This design comes from an exercise in tuning for small area and few clock cycles per item on the open sky130 flow, not from production work.
At most, simulation tests tie the RTL to the original design; equivalence was not proved.

==> inputs of branch pepper <==
Design heading_yaw_slew_limiter, start of the top module:
module heading_yaw_slew_limiter (
    input  logic                               clk,
    input  logic                               rst_n,
    input  logic                               cfg_we,
    input  logic [hysl_pkg::CFG_IDX_W-1:0]     cfg_index,
    input  logic [hysl_pkg::CFG_DATA_W-1:0]    cfg_data,
    input  logic                               point_valid,
    output logic                               point_ready,
    input  logic signed [31:0]                 point_pos_x,
    input  logic signed [31:0]                 point_pos_y,
    input  logic signed [15:0]                 point_vel_x,
    input  logic signed [15:0]                 point_vel_y,
    output logic                               cmd_valid,
    input  logic                               cmd_ready,
    output logic signed [31:0]                 cmd_x,
    output logic signed [31:0]                 cmd_y,
    output logic        [30:0]                 cmd_z,
    output logic signed [15:0]                 cmd_yaw,
    output logic signed [15:0]                 cmd_yaw_rate
);
clock: 14.0 ns
lec_check: 0
abc_area: 1
cap_margin: 10
core_margin: 2
core_utilization: 55
slew_margin: 10
standard.sh (not shown) runs the stock make flow with config.mk's settings and CLKGATE_MAP_FILE= SYNTH_SCRIPT=/design/flow/synth_recipe.tcl, a recipe that flattens the netlist after the stock synthesis.
==> flow/flow/run.sh <==
#!/bin/bash
# Own layout flow: the standard synthesis and layout, unchanged except
# that the port buffers (every input and output port still gets one, as the
# standard flow does) use the buffer cell named in port_buffer. The layout's
# output goes to a log file in this folder.
set -euo pipefail
WORK=$(pwd)
export BUFFER_PORTS_ARGS="-buffer_cell $(cat $WORK/flow/port_buffer)"
bash standard.sh > $WORK/flow_layout.log 2>&1
==> flow/flow/port_buffer <==
sky130_fd_sc_hd__buf_1
==> branch delta (differences from branch pepper) <==
--- a/flow/design.v
+++ b/flow/design.v
@@ -1200,88 +1200,88 @@
     assign sq_452 = (ax[15] & ay[15]) | (ax[15] & ~speed_sq_min[30]) | (ay[15] & ~speed_sq_min[30]);
     assign sq_a = {1'b0, ~speed_sq_min[31], sq_451, sq_449, sq_447, sq_445, sq_443, sq_441, sq_439, sq_437, sq_435, sq_433, sq_431, sq_429, sq_427, sq_425, sq_423, sq_421, sq_419, sq_417, sq_415, sq_413, sq_411, sq_409, sq_407, sq_405, sq_403, sq_401, sq_399, sq_397, sq_395, ~speed_sq_min[1], sq_393};
     assign sq_b = {1'b0, sq_452, sq_450, sq_448, sq_446, sq_444, sq_442, sq_440, sq_438, sq_436, sq_434, sq_432, sq_430, sq_428, sq_426, sq_424, sq_422, sq_420, sq_418, sq_416, sq_414, sq_412, sq_410, sq_408, sq_406, sq_404, sq_402, sq_400, sq_398, sq_396, 1'b0, sq_394, 1'b0};
     hysl_add #(33) u_sq (.a(sq_a), .b(sq_b), .ci(1'b0), .y(sq_s));
     assign slow_0 = !sq_s[32];
     assign d2 = !u_1[24];
     assign us_2 = {{1{u_1[24]}}, u_1[24:1]};
     assign c_2 = &u_1[0:0];
-    hysl_add #(25, 0) u_cx_2 (.a(cx_1), .b(us_2 ^ {25{!d2}}), .ci(!(d2 ^ c_2)), .y(cx_2));
+    hysl_add #(25, 1) u_cx_2 (.a(cx_1), .b(us_2 ^ {25{!d2}}), .ci(!(d2 ^ c_2)), .y(cx_2));
     assign xs_2 = cx_1[24:1];
-    hysl_add #(24, 0) u_u_2 (.a(u_1[23:0]), .b(xs_2 ^ {24{d2}}), .ci(d2), .y(u_2));
+    hysl_add #(24, 1) u_u_2 (.a(u_1[23:0]), .b(xs_2 ^ {24{d2}}), .ci(d2), .y(u_2));
     assign d3 = !u_2[23];
     assign us_3 = {{3{u_2[23]}}, u_2[23:2]};
     assign c_3 = &u_2[1:0];
-    hysl_add #(25, 0) u_cx_3 (.a(cx_2), .b(us_3 ^ {25{!d3}}), .ci(!(d3 ^ c_3)), .y(cx_3));
+    hysl_add #(25, 1) u_cx_3 (.a(cx_2), .b(us_3 ^ {25{!d3}}), .ci(!(d3 ^ c_3)), .y(cx_3));
     assign xs_3 = cx_2[24:2];
-    hysl_add #(23, 0) u_u_3 (.a(u_2[22:0]), .b(xs_3 ^ {23{d3}}), .ci(d3), .y(u_3));
+    hysl_add #(23, 1) u_u_3 (.a(u_2[22:0]), .b(xs_3 ^ {23{d3}}), .ci(d3), .y(u_3));
     assign d4 = !u_r3[22];
     assign us_4 = {{5{u_r3[22]}}, u_r3[22:3]};
     assign c_4 = &u_r3[2:0];
-    hysl_add #(25, 0) u_cx_4 (.a(cx_r3), .b(us_4 ^ {25{!d4}}), .ci(!(d4 ^ c_4)), .y(cx_4));
+    hysl_add #(25, 1) u_cx_4 (.a(cx_r3), .b(us_4 ^ {25{!d4}}), .ci(!(d4 ^ c_4)), .y(cx_4));
     assign xs_4 = cx_r3[24:3];
-    hysl_add #(22, 0) u_u_4 (.a(u_r3[21:0]), .b(xs_4 ^ {22{d4}}), .ci(d4), .y(u_4));
+    hysl_add #(22, 1) u_u_4 (.a(u_r3[21:0]), .b(xs_4 ^ {22{d4}}), .ci(d4), .y(u_4));
     assign d5 = !u_4[21];
     assign us_5 = {{7{u_4[21]}}, u_4[21:4]};
     assign c_5 = &u_4[3:0];
-    hysl_add #(25, 0) u_cx_5 (.a(cx_4), .b(us_5 ^ {25{!d5}}), .ci(!(d5 ^ c_5)), .y(cx_5));
+    hysl_add #(25, 1) u_cx_5 (.a(cx_4), .b(us_5 ^ {25{!d5}}), .ci(!(d5 ^ c_5)), .y(cx_5));
     assign xs_5 = {1'd0, cx_4[24:4]};
-    hysl_add #(22, 0) u_u_5 (.a(u_4[21:0]), .b(xs_5 ^ {22{d5}}), .ci(d5), .y(u_5));
+    hysl_add #(22, 1) u_u_5 (.a(u_4[21:0]), .b(xs_5 ^ {22{d5}}), .ci(d5), .y(u_5));
     assign d6 = !u_5[21];
     assign us_6 = {{8{u_5[21]}}, u_5[21:5]};
     assign c_6 = &u_5[4:0];
-    hysl_add #(25, 0) u_cx_6 (.a(cx_5), .b(us_6 ^ {25{!d6}}), .ci(!(d6 ^ c_6)), .y(cx_6));
+    hysl_add #(25, 1) u_cx_6 (.a(cx_5), .b(us_6 ^ {25{!d6}}), .ci(!(d6 ^ c_6)), .y(cx_6));
     assign xs_6 = {1'd0, cx_5[24:5]};
-    hysl_add #(21, 0) u_u_6 (.a(u_5[20:0]), .b(xs_6 ^ {21{d6}}), .ci(d6), .y(u_6));
+    hysl_add #(21, 1) u_u_6 (.a(u_5[20:0]), .b(xs_6 ^ {21{d6}}), .ci(d6), .y(u_6));
     assign d7 = !u_6[20];
     assign us_7 = {{10{u_6[20]}}, u_6[20:6]};
     assign c_7 = &u_6[5:0];
-    hysl_add #(25, 0) u_cx_7 (.a(cx_6), .b(us_7 ^ {25{!d7}}), .ci(!(d7 ^ c_7)), .y(cx_7));
+    hysl_add #(25, 1) u_cx_7 (.a(cx_6), .b(us_7 ^ {25{!d7}}), .ci(!(d7 ^ c_7)), .y(cx_7));
     assign xs_7 = {1'd0, cx_6[24:6]};
-    hysl_add #(20, 0) u_u_7 (.a(u_6[19:0]), .b(xs_7 ^ {20{d7}}), .ci(d7), .y(u_7));
+    hysl_add #(20, 1) u_u_7 (.a(u_6[19:0]), .b(xs_7 ^ {20{d7}}), .ci(d7), .y(u_7));
     assign d8 = !u_r7[19];
     assign us_8 = {{12{u_r7[19]}}, u_r7[19:7]};
     assign c_8 = &u_r7[6:0];
-    hysl_add #(25, 0) u_cx_8 (.a(cx_r7), .b(us_8 ^ {25{!d8}}), .ci(!(d8 ^ c_8)), .y(cx_8));
+    hysl_add #(25, 1) u_cx_8 (.a(cx_r7), .b(us_8 ^ {25{!d8}}), .ci(!(d8 ^ c_8)), .y(cx_8));
     assign xs_8 = {1'd0, cx_r7[24:7]};
-    hysl_add #(19, 0) u_u_8 (.a(u_r7[18:0]), .b(xs_8 ^ {19{d8}}), .ci(d8), .y(u_8));
+    hysl_add #(19, 1) u_u_8 (.a(u_r7[18:0]), .b(xs_8 ^ {19{d8}}), .ci(d8), .y(u_8));
     assign d9 = !u_8[18];
     assign us_9 = {{14{u_8[18]}}, u_8[18:8]};
     assign c_9 = &u_8[7:0];
-    hysl_add #(25, 0) u_cx_9 (.a(cx_8), .b(us_9 ^ {25{!d9}}), .ci(!(d9 ^ c_9)), .y(cx_9));
+    hysl_add #(25, 1) u_cx_9 (.a(cx_8), .b(us_9 ^ {25{!d9}}), .ci(!(d9 ^ c_9)), .y(cx_9));
     assign xs_9 = {1'd0, cx_8[24:8]};
-    hysl_add #(18, 0) u_u_9 (.a(u_8[17:0]), .b(xs_9 ^ {18{d9}}), .ci(d9), .y(u_9));
+    hysl_add #(18, 1) u_u_9 (.a(u_8[17:0]), .b(xs_9 ^ {18{d9}}), .ci(d9), .y(u_9));
     assign d10 = !u_9[17];
     assign us_10 = {{16{u_9[17]}}, u_9[17:9]};
     assign c_10 = &u_9[8:0];
-    hysl_add #(25, 0) u_cx_10 (.a(cx_9), .b(us_10 ^ {25{!d10}}), .ci(!(d10 ^ c_10)), .y(cx_10));
+    hysl_add #(25, 1) u_cx_10 (.a(cx_9), .b(us_10 ^ {25{!d10}}), .ci(!(d10 ^ c_10)), .y(cx_10));
     assign xs_10 = {1'd0, cx_9[24:9]};
-    hysl_add #(17, 0) u_u_10 (.a(u_9[16:0]), .b(xs_10 ^ {17{d10}}), .ci(d10), .y(u_10));
+    hysl_add #(17, 1) u_u_10 (.a(u_9[16:0]), .b(xs_10 ^ {17{d10}}), .ci(d10), .y(u_10));
     assign d11 = !u_10[16];
     assign us_11 = {{18{u_10[16]}}, u_10[16:10]};
     assign c_11 = &u_10[9:0];
-    hysl_add #(25, 0) u_cx_11 (.a(cx_10), .b(us_11 ^ {25{!d11}}), .ci(!(d11 ^ c_11)), .y(cx_11));
+    hysl_add #(25, 1) u_cx_11 (.a(cx_10), .b(us_11 ^ {25{!d11}}), .ci(!(d11 ^ c_11)), .y(cx_11));
     assign xs_11 = {1'd0, cx_10[24:10]};
-    hysl_add #(16, 0) u_u_11 (.a(u_10[15:0]), .b(xs_11 ^ {16{d11}}), .ci(d11), .y(u_11));
+    hysl_add #(16, 1) u_u_11 (.a(u_10[15:0]), .b(xs_11 ^ {16{d11}}), .ci(d11), .y(u_11));
     assign d12 = !u_r11[15];
     assign us_12 = {{20{u_r11[15]}}, u_r11[15:11]};
     assign c_12 = &u_r11[10:0];
-    hysl_add #(25, 0) u_cx_12 (.a(cx_r11), .b(us_12 ^ {25{!d12}}), .ci(!(d12 ^ c_12)), .y(cx_12));
+    hysl_add #(25, 1) u_cx_12 (.a(cx_r11), .b(us_12 ^ {25{!d12}}), .ci(!(d12 ^ c_12)), .y(cx_12));
     assign xs_12 = {1'd0, cx_r11[24:11]};
-    hysl_add #(15, 0) u_u_12 (.a(u_r11[14:0]), .b(xs_12 ^ {15{d12}}), .ci(d12), .y(u_12));
+    hysl_add #(15, 1) u_u_12 (.a(u_r11[14:0]), .b(xs_12 ^ {15{d12}}), .ci(d12), .y(u_12));
     assign d13 = !u_12[14];
     assign us_13 = {{22{u_12[14]}}, u_12[14:12]};
     assign c_13 = &u_12[11:0];
-    hysl_add #(25, 0) u_cx_13 (.a(cx_12), .b(us_13 ^ {25{!d13}}), .ci(!(d13 ^ c_13)), .y(cx_13));
+    hysl_add #(25, 1) u_cx_13 (.a(cx_12), .b(us_13 ^ {25{!d13}}), .ci(!(d13 ^ c_13)), .y(cx_13));
     assign xs_13 = {1'd0, cx_12[24:12]};
-    hysl_add #(14, 0) u_u_13 (.a(u_12[13:0]), .b(xs_13 ^ {14{d13}}), .ci(d13), .y(u_13));
+    hysl_add #(14, 1) u_u_13 (.a(u_12[13:0]), .b(xs_13 ^ {14{d13}}), .ci(d13), .y(u_13));
     assign d14 = !u_13[13];
     assign xs_14 = {1'd0, cx_13[24:13]};
-    hysl_add #(13, 0) u_u_14 (.a(u_13[12:0]), .b(xs_14 ^ {13{d14}}), .ci(d14), .y(u_14));
+    hysl_add #(13, 1) u_u_14 (.a(u_13[12:0]), .b(xs_14 ^ {13{d14}}), .ci(d14), .y(u_14));
     assign d15 = !u_14[12];
     always_comb
     begin
         unique case ({zc_r11, d02_r11, d03_r11, d04_r11, d05_r11})
             6'd0: e_tab = 16'hfa7b;
             6'd1: e_tab = 16'hfe79;
             6'd2: e_tab = 16'h0271;
             6'd3: e_tab = 16'h066f;
==> flow/config.mk (replaced) <==
export PLATFORM = sky130hd
export DESIGN_NAME = heading_yaw_slew_limiter
export DESIGN_NICKNAME = heading_yaw_slew_limiter
export VERILOG_FILES = /design/flow/design.v
export SDC_FILE = /design/flow/constraint.sdc
export NUM_CORES = 4
export LEC_CHECK = 0
export ABC_AREA = 1
export CAP_MARGIN = 20
export CORE_MARGIN = 2
export CORE_UTILIZATION = 40
export SLEW_MARGIN = 20
==> branch amber (differences from branch pepper) <==
==> flow/run.sh (new file) <==
#!/bin/bash
# synth_recipe.tcl (not shown) runs the flow's synth.tcl, then flattens the netlist and writes it again
# the make line also repeats each setting of config.mk as NAME=value (left out here)
make -C /OpenROAD-flow-scripts/flow DESIGN_CONFIG=/design/flow/config.mk WORK_HOME=/design/flow/orfs CLKGATE_MAP_FILE= SYNTH_SCRIPT=/design/flow/synth_recipe.tcl finish
==> flow/config.mk (replaced) <==
export PLATFORM = sky130hd
export DESIGN_NAME = heading_yaw_slew_limiter
export DESIGN_NICKNAME = heading_yaw_slew_limiter
export VERILOG_FILES = /design/flow/design.v
export SDC_FILE = /design/flow/constraint.sdc
export NUM_CORES = 4
export LEC_CHECK = 0
export ABC_AREA = 1
export CAP_MARGIN = 20
export CORE_MARGIN = 2
export CORE_UTILIZATION = 40
export SLEW_MARGIN = 20
removed: flow/flow/run.sh
removed: flow/flow/port_buffer
removed: flow/standard.sh
==> notes <==
- Against branch delta, the register-to-register slack of branch amber is better by 280 ps.
- The highest sequential share of layout area belongs to branch pepper, the lowest to branch amber.
- Between branch delta and branch pepper, the lower synthesized cell count is in branch delta (gap 8.5%, measured against branch pepper).
- Die area: branch amber > branch delta > branch pepper.
Testbench counts of branch pepper, summed over its fixed seeds: cycles 12,032, items 12,000.
Testbench counts of branch amber, summed over its fixed seeds: cycles 12,032, items 12,000.
For branch delta, only the layout was checked, not whether the RTL still works.

==> what the ideal ports hide <==
How much do the figures lean on ideal ports? The routed layouts below were timed once more, with nothing changed but the port constraints.
Step 1: set_driving_cell puts a clkbuf_16 on clk and a buf_2 on each other input, an assumption about the parent block.
Step 2 moves the port delays by t, midway between the first and last clock arrival at a register: inputs arrive t later, outputs are due t later. That takes back most of the time a late clock gives input paths.
Three values: no drivers, after step 1, after step 2; two values: the first two.
| run | t, ns | setup WS [ns] | worst data-port slew with drivers (ns) |
|---|---|---|---|
| branch pepper | 0.706 | 0.699 / 0.625 / 0.885 | 0.06 |
| branch delta | 0.746 | 0.798 / 0.724 / 0.571 | 0.07 |
| branch amber | 0.737 | 0.679 / 0.601 / 0.642 | 0.13 |
After both steps setup and hold are still met in every run listed. For branch delta, which loses most, drivers alone change the setup slack by -0.074 ns; drivers and shift together by -0.227 ns.
